This design comes from an exercise in tuning for small area, a short achievable clock period and few clock cycles per item on the open sky130 flow, not from production work.
RTL that was checked went through simulation tests only; none was proved equivalent to the original.

Setup of delta:
## particle_update_step_unit
module particle_update_step_unit (
  input  logic               clk,
  input  logic               rst_n,
  input  logic               in_valid,
  output logic               in_stall,
  input  logic signed [31:0] in_pos_x,
  input  logic signed [31:0] in_pos_y,
  input  logic signed [31:0] in_vel_x,
  input  logic signed [31:0] in_vel_y,
  input  logic signed [31:0] in_life_left,
  input  logic signed [31:0] in_gravity_amount,
  input  logic        [15:0] in_gravity_angle,
  input  logic               in_last_of_list,
  output logic               out_valid,
  input  logic               out_stall,
  output logic               out_keep,
  output logic        [12:0] out_slot,
  output logic signed [31:0] out_new_x,
  output logic signed [31:0] out_new_y,
  output logic signed [31:0] out_new_vel_x,
  output logic signed [31:0] out_new_vel_y,
  output logic signed [31:0] out_new_life,
  output logic               out_end_of_list
);
clock: 16.0 ns
lec_check: 0
cap_margin: 20
core_margin: 2
core_utilization: 40
slew_margin: 20
synth_memory_max_bits: 16384
standard.sh (not shown) runs the stock make flow with config.mk's settings and CLKGATE_MAP_FILE= SYNTH_SCRIPT=/design/flow/synth_recipe.tcl, a recipe that flattens the netlist after the stock synthesis.
==> flow/flow/run.sh <==
#!/bin/bash
# Standard ORFS layout (the standard.sh, unchanged synthesis and steps),
# with repair_timing aiming for setup slack of 10 ns at the design's
# period instead of 0, so that the layout's achieved period is pushed down.
set -euo pipefail
bash standard.sh SETUP_SLACK_MARGIN=10 finish > make_finish.log 2>&1
delta: PASS, flow complete, no timing, DRC or antenna violations
The inputs of lagoon differ from those of delta as listed below.
==> flow/flow/run.sh <==
#!/bin/bash
# Standard ORFS layout (the standard.sh, unchanged synthesis and steps),
# with repair_timing aiming for setup slack of 11.5 ns at the design's
# period instead of 0, so that the layout's achieved period is pushed down.
set -euo pipefail
bash standard.sh SETUP_SLACK_MARGIN=11.5 finish > make_finish.log 2>&1
--- outcome ---
lagoon has completed all stages; timing, DRC and antenna checks passed.
Of lagoon and delta, it is lagoon that has the higher design area.
The end point of the critical path comes out o_vy[30] in one run and o_vy[13] in the other, namely in delta and lagoon respectively.
Reg2reg setup slack, delta and lagoon: smaller value in lagoon
The higher smallest hold slack came out of lagoon.
Compared lagoon vs delta, and critical path required time is up in lagoon.
Cmp delta and lagoon / area used by multi-input combinational logic / higher: lagoon
No run of this note included a check of the RTL's function; only the layout flow was run.

========
== run A ==
Another version of the RTL of particle_update_step_unit (not shown whole).
Size: roughly 5800 cells after synthesis, roughly 1100 flip-flops, roughly 390 I/O pins.
clock: 16.0 ns
lec_check: 0
cap_margin: 5
core_margin: 2
core_utilization: 60
place_density: 0.72
slew_margin: 5
synth_memory_max_bits: 16384
==> flow/flow/run.sh <==
#!/bin/bash
# Standard ORFS layout (the standard.sh, unchanged synthesis and steps),
# with repair_timing aiming for setup slack of 11.45 ns at the design's
# period instead of 0, so that the layout's achieved period is pushed down.
set -euo pipefail
bash standard.sh SETUP_SLACK_MARGIN=11.45 finish > make_finish.log 2>&1
Testbench counts of run A, summed over its fixed seeds: cycles 24,032, items 24,000.
#### Input delta (run B over run A)
Settings: changing CAP_MARGIN from 5 to 20; changing SLEW_MARGIN from 5 to 20; changing PLACE_DENSITY from 0.72 to 0.8; changing CORE_UTILIZATION from 60 to 70.
==> flow/flow/run.sh <==
#!/bin/bash
# Standard ORFS layout (the standard.sh, unchanged synthesis and steps),
# with repair_timing aiming for setup slack of 11.6 ns at the design's
# period instead of 0, so that the layout's achieved period is pushed down.
set -euo pipefail
bash standard.sh SETUP_SLACK_MARGIN=11.6 finish > make_finish.log 2>&1
### Flow results
- Per the comparison of run B with run A, via count normalized by instance count saw an increase; antenna cell count shows an increase of 10; final cell area excluding filler cells essentially unchanged; number of search-and-repair iterations in the first detailed-routing pass moved up.
- Run B: number of buffers other than clock buffers in the final layout higher than run A
- | number of standard cells in the final layout excluding fillers | run B vs run A | about 3% lower |
- Run A → run B: worst slew margin relative to its limit has decreased; post-detailed-route DRC marker count did not really move.
diff inputs: run B => run C
Settings: changing PLACE_DENSITY from 0.8 to 0.72; changing CORE_UTILIZATION from 70 to 60.
==> comparison <==
Taking run B as the reference, in run C number of filler cells placed in the layout went up by about 50%; buffering stage count on the worst path with inverters included stayed essentially flat; relative area change from synthesis to final layout now sits at about the same level. Run B and run C ended up with nearly the same sequential share of cell area. The higher die area came out of run C. Re number of antenna violations at the first check in global routing: run C is 13 down on run B. Compared with run B, run C instantiates a larger number of cells. Run C: headroom to the max-slew limit is 15 points higher than what run B reported.
For run D, these inputs were changed with respect to run C:
Settings: GPL_ROUTABILITY_DRIVEN now 0, previously not set.
### Flow results
Comparing run D against run C, there is no change at all in share of synthesized flip-flops with an asynchronous set or reset. Compared with run C, run D shows a layout-stage area growth over the synthesis result that is 1.2 points higher. Summary: with run C as the reference, overall via count from detail_route in run D moved up slightly. Run C → run D: setup slack on the worst flop-to-flop path comparable; total wirelength of the detailed-routed design went down by about 1.6%; worst stage delay on the critical path was more or less identical; maximum frequency from static timing analysis went up; wire length on met1 fell by 3500 µm. Compared with run C, run D shows a higher core occupancy in the finished layout.
Input-level comparison between run E and run D:
Settings: removing GPL_ROUTABILITY_DRIVEN (formerly 0).
==> flow/flow/run.sh <==
#!/bin/bash
# Standard ORFS layout (the standard.sh, unchanged synthesis and steps),
# with repair_timing aiming for setup slack of 11.45 ns at the design's
# period instead of 0, so that the layout's achieved period is pushed down.
set -euo pipefail
bash standard.sh SETUP_SLACK_MARGIN=11.45 finish > make_finish.log 2>&1
Results
The first-pass GRT wire length reported for run E is greater than that of run D by 1.2%. Compared run E vs run D, and final cell count without fillers is down in run E. Looking at number of cells on the worst reg-to-reg path, run E sits 1 below run D. Between run D and run E, the die area figures differ only marginally. Run E was carried through to the last stage, and its layout satisfied the timing, DRC and antenna checks.

========
Setup of lane 5:
particle_update_step_unit, a different RTL version from the one above (not shown whole).
Size: roughly 6200 cells after synthesis, ~860 flip-flops, about 66000 um2 of cells after synthesis.
clock: 16.0 ns
lec_check: 0
cap_margin: 20
core_margin: 2
core_utilization: 40
slew_margin: 20
synth_memory_max_bits: 16384
==> flow/flow/run.sh <==
#!/bin/bash
# Standard ORFS layout (the standard.sh, unchanged synthesis and steps),
# with repair_timing aiming for setup slack of 10.5 ns at the design's
# period instead of 0, so that the layout's achieved period is pushed down.
set -euo pipefail
bash standard.sh SETUP_SLACK_MARGIN=10.5 finish > make_finish.log 2>&1
Testbench counts of lane 5, summed over its fixed seeds: cycles 24,024, items 24,000.
For lane 3, these inputs were changed with respect to lane 5:
==> flow/flow/run.sh <==
#!/bin/bash
# Standard ORFS layout (the standard.sh, unchanged synthesis and steps),
# with repair_timing aiming for setup slack of 11.5 ns at the design's
# period instead of 0, so that the layout's achieved period is pushed down.
set -euo pipefail
bash standard.sh SETUP_SLACK_MARGIN=11.5 finish > make_finish.log 2>&1
==> results.txt <==
Comparing lane 3 and lane 5, the higher number of global-route vias before repair was measured on lane 3.
Lane 3 vs lane 5: cell area up by a few percent
Cell count: lane 3 higher than lane 5
There was hardly any difference in post-synthesis cell type count between lane 5 and lane 3.
Delta (lane 3 minus lane 5): met2 demand-to-capacity share in global routing moved up; sequential cell count level.

========
Setup of the reference run:
particle_update_step_unit, a different RTL version from the one above (not shown whole).
For scale: roughly 650 flip-flops.
export LEC_CHECK = 0
export CAP_MARGIN = 20
export CORE_MARGIN = 2
export CORE_UTILIZATION = 40
export SLEW_MARGIN = 20
export SYNTH_MEMORY_MAX_BITS = 16384
create_clock -name core_clock -period 16.0 [get_ports {clk}]
==> flow/flow/run.sh <==
#!/bin/bash
# Standard ORFS layout (the standard.sh, unchanged synthesis and steps),
# with repair_timing aiming for setup slack of 11 ns at the design's
# period instead of 0, so that the layout's achieved period is pushed down.
set -euo pipefail
bash standard.sh SETUP_SLACK_MARGIN=11 finish > make_finish.log 2>&1
diff inputs: the reference run => the trial run
==> flow/flow/run.sh <==
#!/bin/bash
# Standard ORFS layout (the standard.sh, unchanged synthesis and steps),
# with repair_timing aiming for setup slack of 9 ns at the design's
# period instead of 0, so that the layout's achieved period is pushed down.
set -euo pipefail
bash standard.sh SETUP_SLACK_MARGIN=9 finish > make_finish.log 2>&1
Findings:
Largest net degree at the start of global routing (the trial run / the reference run): 1.17. Diff the reference run..the trial run | die area | unchanged. Relative to the reference run, the maximum frequency measured on the trial run has decreased by a few percent. The endpoint of the worst setup timing path comes out k_vx[12] in one run and sbd1[2] in the other, namely in the reference run and the trial run respectively.
Function was not checked in any run of this note: the RTL went through the layout flow alone.

========
Another version of the RTL of particle_update_step_unit (not shown whole).
Size in the first run: about 7,000 cells after synthesis, ~600 flip-flops.
clock: 16.0 ns
lec_check: 0
cap_margin: 20
core_margin: 2
core_utilization: 40
slew_margin: 20
synth_memory_max_bits: 16384
run.sh (not shown) runs the stock make flow with config.mk's settings and CLKGATE_MAP_FILE= SYNTH_SCRIPT=/design/flow/synth_recipe.tcl, a recipe that flattens the netlist after the stock synthesis.
Stock flow here: none of the scripts above is used.
Next try:
ABC_CLOCK_PERIOD_IN_PS = 4000   (was unset)
SETUP_SLACK_MARGIN = 5   (was unset)
What happened:
- core utilization stays flat
- setup slack loses 0.31 ns
- final area stays flat
No run of this note included a check of the RTL's function; only the layout flow was run.

========
## job 101
Another version of the RTL of particle_update_step_unit (not shown whole).
Size: ~1,200 flip-flops, about 390 I/O pins, ~72,000 µm² of cells after synthesis.
clock: 16.0 ns
lec_check: 0
cap_margin: 20
core_margin: 2
core_utilization: 40
slew_margin: 20
synth_memory_max_bits: 16384
standard.sh (not shown) runs the stock make flow with config.mk's settings and CLKGATE_MAP_FILE= SYNTH_SCRIPT=/design/flow/synth_recipe.tcl, a recipe that flattens the netlist after the stock synthesis.
==> flow/flow/run.sh <==
#!/bin/bash
# Standard ORFS layout (the standard.sh, unchanged synthesis and steps),
# with repair_timing aiming for setup slack of 11 ns at the design's
# period instead of 0, so that the layout's achieved period is pushed down.
set -euo pipefail
bash standard.sh SETUP_SLACK_MARGIN=11 finish > make_finish.log 2>&1
Every stage of the flow completed for job 101, and the final layout passed the timing, DRC and antenna checks.
[inputs] job 102 vs job 101
- CORE_UTILIZATION now 60, was 40
- PLACE_DENSITY now 0.72, previously not set
==> flow/flow/run.sh <==
#!/bin/bash
# Standard ORFS layout (the standard.sh, unchanged synthesis and steps),
# with repair_timing aiming for setup slack of 11.5 ns at the design's
# period instead of 0, so that the layout's achieved period is pushed down.
set -euo pipefail
bash standard.sh SETUP_SLACK_MARGIN=11.5 finish > make_finish.log 2>&1
==> results.txt <==
Job 101 → job 102: setup slack saw an increase, share of async-settable or async-resettable flops after synthesis saw little to no change.
No run of this note included a check of the RTL's function; only the layout flow was run.

## afterwards: timing with drivers on the ports
The results above use ideal ports. As a check the final layouts listed here were re-extracted and re-timed, cells and wires unchanged. Step 1 assumes that a clkbuf_16 drives the clock port and a buf_2 every other input. Step 2, shift: input delay + t, output delay - t, t = (earliest + latest rising clock arrival at the registers) / 2. This alone moves slack from input paths to output paths. Slacks: no drivers / after step 1 / after step 2; pairs: no drivers / after step 1.
| run | t (ns) | setup WS [ns] | worst hold slack (ns) | worst setup path at the end | slew at the worst register clock pin (ns) |
|---|---|---|---|---|---|
| delta | 0.764 | 8.599 / 8.599 / 8.599 | 0.483 / 0.483 / 0.483 | register to register | 0.08 / 0.08 |
| lagoon | 0.758 | 8.568 / 8.568 / 8.568 | 0.496 / 0.496 / 0.496 | register to register | 0.07 / 0.07 |
| run A | 0.781 | 11.461 / 11.386 / 10.826 | 0.394 / 0.394 / 0.394 | input to register | 0.07 / 0.07 |
| run B | 0.786 | 11.372 / 11.293 / 10.893 | 0.390 / 0.390 / 0.390 | input to register | 0.08 / 0.08 |
| run C | 0.781 | 11.403 / 11.326 / 10.964 | 0.380 / 0.380 / 0.380 | input to register | 0.07 / 0.07 |
| run D | 0.769 | 11.446 / 11.369 / 11.001 | 0.400 / 0.400 / 0.400 | input to register | 0.07 / 0.07 |
| run E | 0.781 | 11.461 / 11.386 / 10.826 | 0.394 / 0.394 / 0.394 | input to register | 0.07 / 0.07 |
| lane 5 | 0.782 | 10.488 / 10.492 / 9.710 | 0.431 / 0.431 / 0.431 | input to register | 0.07 / 0.07 |
| lane 3 | 0.786 | 10.513 / 10.534 / 9.748 | 0.421 / 0.421 / 0.421 | input to register | 0.07 / 0.07 |
| the reference run | 0.756 | 9.428 / 9.428 / 8.917 | 0.510 / 0.510 / 0.510 | input to register | 0.07 / 0.07 |
| the trial run | 0.740 | 9.040 / 9.089 / 8.349 | 0.505 / 0.505 / 0.505 | input to register | 0.07 / 0.07 |
| the first run of note 5 | 0.742 | 6.314 / 6.314 / 6.314 | 0.508 / 0.508 / 0.508 | register to register | 0.07 / 0.07 |
| the second run of note 5 | 0.721 | 6.001 / 6.001 / 6.001 | 0.510 / 0.510 / 0.510 | register to register | 0.07 / 0.07 |
| job 101 | 0.859 | 11.059 / 10.985 / 10.287 | 0.407 / 0.407 / 0.407 | input to register | 0.06 / 0.06 |
| job 102 | 0.813 | 11.242 / 11.165 / 10.778 | 0.415 / 0.415 / 0.415 | input to register | 0.07 / 0.07 |
After both steps setup and hold are still met in every run listed. The setup slack of lane 5, which loses most, moves by +0.004 ns with the drivers and by -0.778 ns with both steps.
